Source: an optimization exercise on an open RTL-to-GDS flow (aim: small area, a short achievable clock period and few clock cycles). Production flows keep margins and buffers that such runs may drop. The RTL was checked by simulation tests, not by an equivalence proof against the original design. Power and IR drop assume default switching activity.

## flow/design.v (module list and top-level ports; edited modules follow where they fit)
// module matrix_store: 52 lines
// module block_sequencer: 22 lines
// module tile_accumulator: 5969 lines
// module block_matmul: 72 lines
module block_matmul (
    input  logic                    clk_i,
    input  logic                    rstn_i,
    input  logic                    a_wr_en_i,
    input  logic [15:0]             a_wr_data_i,
    input  logic                    b_wr_en_i,
    input  logic [15:0]             b_wr_data_i,
    input  logic                    clear_i,
    output logic                    a_full_o,
    output logic                    b_full_o,
    input  logic                    start_i,
    output logic                    busy_o,
    output logic                    done_o,
    input  logic [3:0]              c_rd_addr_i,
    output logic [39:0]             c_rd_data_o
);
  // ...
==> flow/flow/run.sh <==
#!/bin/bash
# The standard layout flow (standard.sh), with one change to how the
# netlist is made: Yosys's early ABC pass inside synth is skipped
# (SYNTH_ARGS=-noabc), so that the carry-save tree's full adders are
# extracted as written, without polarity inverters between them. The
# registers and their names are the same as the standard synthesis's.
cp standard.sh standard_sh_copy.log
export SYNTH_ARGS="-noabc"
bash standard.sh finish > standard.log 2>&1
==> flow/standard.sh <==
#!/bin/bash
# synth_recipe.tcl (not shown) runs the flow's synth.tcl, then flattens the netlist and writes it again
# the make line also repeats each setting of config.mk as NAME=value (left out here)
make -C /OpenROAD-flow-scripts/flow DESIGN_CONFIG=/design/flow/config.mk WORK_HOME=/design/flow/orfs CLKGATE_MAP_FILE= SYNTH_SCRIPT=/design/flow/synth_recipe.tcl "${@:-finish}"
==> flow/config.mk <==
export PLATFORM = sky130hd
export DESIGN_NAME = block_matmul
export DESIGN_NICKNAME = block_matmul
export VERILOG_FILES = /design/flow/design.v
export SDC_FILE = /design/flow/constraint.sdc
export NUM_CORES = 4
export LEC_CHECK = 0
export ABC_AREA = 1
export CAP_MARGIN = 20
export CORE_MARGIN = 2
export CORE_UTILIZATION = 55
export CTS_BUF_LIST = sky130_fd_sc_hd__clkbuf_8 sky130_fd_sc_hd__clkbuf_16
export CTS_CLUSTER_DIAMETER = 100
export CTS_CLUSTER_SIZE = 25
export SETUP_SLACK_MARGIN = 5
export SLEW_MARGIN = 20
==> flow/constraint.sdc <==
create_clock -name core_clock -period 12.0 [get_ports {clk_i}]
set_input_delay 2.4000 -clock core_clock [delete_from_list [all_inputs] [get_ports {clk_i}]]
set_output_delay 2.4000 -clock core_clock [all_outputs]
set_load 0.01 [all_outputs]
==> flow_summary_export.csv, run 1 <==
group,metric,value,unit
cells_and_area,seqAreaFraction,0.4752,
status,status,"finished clean",
timing,timing.fmax,0.1439,GHz
clocking,cts_hold_repair.buffers,0,
global_routing,gr-usage-met3,0.1197,
global_routing,grt-busiest-layer,"met2",
power,power_switching,0.008840,W
logic_synthesis,synth_edf_count,1024,
floorplanning,tapcell.inserted,1512,
worst_hold_path,min_path_type,"flip-flop to flip-flop",
placement,dpl.hpwl,122.7,mm
power,leakage,26.66,nW
global_routing,number_of_global_route_vias_before_repair,39600,
critical_path,critPathSlowestCell,"sky130_fd_sc_hd__fa_1",
cells_and_area,number_of_non_clock_buffers_in_the_layout,214,
placement,port_buffers,78,
critical_path,ff2ff_setup_slack,6940,ps
cells_and_area,multi_input_area_share,0.4279,
flow_run,cap_viol_max_count,0,
power,comb_power_share,0.649,
cells_and_area,insertedDiodeCount,2,
floorplanning,floorplan.initialDensity,0.5567,
logic_synthesis,post-synth-top-count-cell,"sky130_fd_sc_hd__nor2_1",
critical_path,critical_path.cell_chain,"buf_16, clkinv_16, buf_16, nand2_1, a32o_4, nor2_1, fa_1, fa_1, fa_1, fa_2, fa_1, fa_1, fa_1",
worst_hold_path,hold_path_startpoint,"b_store.mem_q[0][2]$_DFFE_PP_",
cells_and_area,design.final.nets,5688,
critical_path,reg2reg_from,"a_store.snap_q[5][2]$_DFFE_PP_",
timing,fin_tns_setup,0,ps
Testbench counts, summed over its fixed seeds: cycles 2,440.
==> run 2: changes to the inputs <==
==> flow/run.sh (new file) <==
#!/bin/bash
# synth_recipe.tcl (not shown) runs the flow's synth.tcl, then flattens the netlist and writes it again
# the make line also repeats each setting of config.mk as NAME=value (left out here)
make -C /OpenROAD-flow-scripts/flow DESIGN_CONFIG=/design/flow/config.mk WORK_HOME=/design/flow/orfs CLKGATE_MAP_FILE= SYNTH_SCRIPT=/design/flow/synth_recipe.tcl finish
removed: flow/flow/run.sh
removed: flow/standard.sh
==> flow_summary_export.csv, run 2 <==
group,metric,value,unit
cells_and_area,design.final.nets,6875,
timing,timing.final.setup_violations,0,
logic_synthesis,postSynthRegisterBits,1130,
logic_synthesis,synth.area.top_cells,"sky130_fd_sc_hd__edfxtp_1 45%, sky130_fd_sc_hd__fa_1 28%, sky130_fd_sc_hd__nand2_1 6.5%",
logic_synthesis,post_synth_num_cell_types,29,
clocking,cts_num_sinks,1130,
timing,timing.fmax,0.1432,GHz
clocking,tritoncts_clock_tree,"done",
clocking,clkTransAtPathRegs,90,ps
routing,avgViaCountPerCell,5.660,
power,power,0.02130,W
worst_hold_path,min_path_type,"flip-flop to flip-flop",
flow_run,cap_viol_max_count,0,
clocking,clock-root-buffer,"sky130_fd_sc_hd__clkbuf_16",
routing,dr.first_iter.drc_count,4970,
cells_and_area,most_common_cell_after_layout_fill_and_taps_aside,"sky130_fd_sc_hd__nand2_1",
timing,fin_tns_setup,0,ps
power,pwr_density_cell,281.2,nW/um^2
cells_and_area,insertedDiodeCount,0,
clocking,cts_inserted_buffers,57,
global_routing,number_of_global_route_vias_before_repair,43540,
routing,first_pass_iters,7,
routing,detail_route.wl_per_cell,29.59,microns
global_routing,grt_remaining_overflow,0,
critical_path,worst_setup_end_kind,"flip-flop",
critical_path,worstSetupStartpointType,"input pin",
floorplanning,io_pins,86,
routing,routed-via-count,42410,
critical_path,setup.worst_path.class,"input pin to flip-flop",
floorplanning,area_of_the_die,126800,sq um
timing,finalCriticalPeriod,6982,ps
timing,final-max-slew-violation-count,0,
timing,clock_skew,39.86,ps
logic_synthesis,yosysSeqAreaShare,0.4828,
clocking,clockBufferDepth,3,
timing,grt_setup_unrepaired,"yes",
floorplanning,floorplan.initialDensity,0.5530,
global_routing,global_route_wire_length_before_repair,312.9,mm
routing,ant_nets,0,
global_routing,global_route.usage.total,0.3561,
critical_path,worst-endpoint-arrival,7560,ps
logic_synthesis,ys.warnings.count,10,
routing,drt_drc_violations_left,0,
critical_path,critical_path_peak_fanout,17,
logic_synthesis,synth.top_cells.by_count,"1,185 x sky130_fd_sc_hd__nand2_1, 1,079 x sky130_fd_sc_hd__inv_1, 1,024 x sky130_fd_sc_hd__edfxtp_1, 959 x sky130_fd_sc_hd__fa_1, 538 x sky130_fd_sc_hd__nor2_1",
timing,slew-limit-headroom,0.1568,
cells_and_area,fraction_of_layout_cells_with_a_size_suffix_above_1,0.1054,
logic_synthesis,async_flop_share,0.009735,
power,leakage,31.21,nW
logic_synthesis,yosysTopAreaCellShare,0.4509,
status,status,"finished clean",
timing,timing.final.crit_share,0.5818,
global_routing,grt_max_degree,171,
clocking,h-tree-depth,2,
placement,gp_congestion,1.063,
power,ir_worst_vdd,0.8042,mV
logic_synthesis,post_synth.cell_area_avg,12.30,sq um
floorplanning,floorplan.core_area,123300,sq um
placement,dpl.hpwl,165.4,mm
placement,port_buffers,78,
logic_synthesis,synth_flop_cell,"sky130_fd_sc_hd__edfxtp_1",
cells_and_area,syn_to_final_growth,11.06,%
floorplanning,die-height,356.1,microns
cells_and_area,final_cell_mix,"1,185 x sky130_fd_sc_hd__nand2_1, 1,090 x sky130_fd_sc_hd__inv_1, 1,024 x sky130_fd_sc_hd__edfxtp_1",
placement,placedCellCount,7246,
global_routing,antenna_found_initial,4,
critical_path,required,12580,ps
timing,finalHoldViolations,0,
logic_synthesis,synth_top_cell_by_area,"sky130_fd_sc_hd__edfxtp_1",
logic_synthesis,synthesis.area,68190,sq um
cells_and_area,finalNonFillerCells,7493,
logic_synthesis,syn-instance-count,5542,
floorplanning,std_cell_rows,129,
routing,wl,221.7,mm
logic_synthesis,synth_edf_count,1024,
timing,worst_slew_pin_slew,1265,ps
clocking,clock_insertion_delay_worst_skew,710,ps
logic_synthesis,post-synth-top-count-cell,"sky130_fd_sc_hd__nand2_1",
floorplanning,die-width,356.1,microns
run 2: critical path, stage by stage:
cell                        delay (ps)
sky130_fd_sc_hd__buf_4             170
sky130_fd_sc_hd__bufinv_16         250
sky130_fd_sc_hd__buf_16            200
sky130_fd_sc_hd__a21oi_1           240
sky130_fd_sc_hd__a32oi_4           100
sky130_fd_sc_hd__inv_2             310
sky130_fd_sc_hd__nor2_1            110
sky130_fd_sc_hd__fa_1              510
sky130_fd_sc_hd__inv_1              50
sky130_fd_sc_hd__fa_1              610
sky130_fd_sc_hd__fa_1              600
sky130_fd_sc_hd__inv_1              70
sky130_fd_sc_hd__fa_1              480
sky130_fd_sc_hd__inv_1              50
sky130_fd_sc_hd__fa_1              480
sky130_fd_sc_hd__inv_1              50
sky130_fd_sc_hd__fa_1              380
sky130_fd_sc_hd__fa_1              440
run 2: kinds of logic (layout without fill, tap and decap cells):
logic type	Yosys count	after routing	share of synthesized area
AND/OR/NAND/NOR	1775	1775	0.09880
adder cells (fa/ha/maj)	1011	1011	0.2911
AO/OA/AOI/OAI	288	288	0.04792
buffers and inverters	1320	1628	0.07712
flip-flops	1130	1130	0.4828
other	1	7	0.00005499
XOR/XNOR	17	17	0.002183
run 2: path summary, 6_finish.rpt:
| check | startpoint | endpoint | slack [ps] | depth (start not counted) |
|---|---|---|---|---|
| setup reg to reg | b_store.snap_q[7][12]$_DFFE_PP_ | dot.cs_q[14]$_DFF_P_ | 6790 | 16 |
| hold / removal | a_store.mem_q[0][5]$_DFFE_PP_ | a_store.snap_q[0][5]$_DFFE_PP_ | 420 | 0 |
| setup / recovery | c_rd_addr_i[3] | dot.cs_q[14]$_DFF_P_ | 5020 | 18 |
| max in group asynchronous | rstn_i | b_store.fill_ptr_q[2]$_DFFE_PN0P_ | 9620 | 1 |
| min in group asynchronous | rstn_i | block_sequencer_inst.done_q$_DFFE_PN0P_ | 2020 | 1 |
| hold reg to reg | a_store.mem_q[0][5]$_DFFE_PP_ | a_store.snap_q[0][5]$_DFFE_PP_ | 420 | 0 |
run 2: timing repair:
item / 4_1_cts / 5_1_grt
cloned: 9 / 5
hold buffers: 0 / 0
pin swaps: 47 / 11
resized for setup: 116 / 125
endpoints found under the setup margin: 84 / 33
setup buffers: 113 / 27
run 2: power by group:
part	switching [W]	internal, W
sequential	0.000136	0.00476
clock	0.00127	0.000916
combinational	0.00863	0.00559
total	0.0100	0.0113
run 2: stage by stage:
stage               area (sq um)  utilization  setup WS, ps  hold WS [ps]
floorplan                  68240            -          1357         400.3
global placement           71220       0.5775          2900         401.3
detailed placement         71220       0.5775          2835         406.2
CTS                        74990       0.6082          4991         422.5
global route               75740       0.6142          4993         433.3
finish                     75740       0.6142          5018         422.8
run 2: layout make-up:
type / count / area [sq um]
clock buffers: 58 / 1451
clock inverters: 35 / 334.1
fillers: 9828 / 47580
inverters: 1189 / 4649
multi-input cells: 3098 / 30410
flip-flops and latches: 1130 / 32930
well taps: 1637 / 2048
repair buffers: 340 / 3859
repair inverters: 6 / 55.05
run 2: per-layer routing:
layer | share of wire | vias up | track usage
met5 | 0.00020 | - | 0
met4 | 0.058 | 6 | 0.1603
met3 | 0.12 | 560 | 0.1189
met2 | 0.42 | 2372 | 0.5134
met1 | 0.40 | 21790 | 0.4951
li1 | - | 17680 | -

re-timing with driven ports:
In the flow no input, the clock included, has a driving cell. The finished layouts below were timed again as built, in two steps. Step 1: set_driving_cell puts a clkbuf_16 on clk_i and a buf_2 on each other input, an assumption about the parent block. Step 2, shift: input delay + t, output delay - t, t = (earliest + latest rising clock arrival at the registers) / 2. This alone moves slack from input paths to output paths. Three values: no drivers, after step 1, after step 2; two values: the first two.
run | t, ns | setup slack, ns | cell pins on the clock port's net
run 1 | 0.757 | 5.051 / 5.037 / 4.280 | 1
run 2 | 0.769 | 5.018 / 4.956 / 4.187 | 1
After both steps setup and hold are still met in every run listed. The setup slack of run 2, which loses most, moves by -0.062 ns with the drivers and by -0.831 ns with both steps.
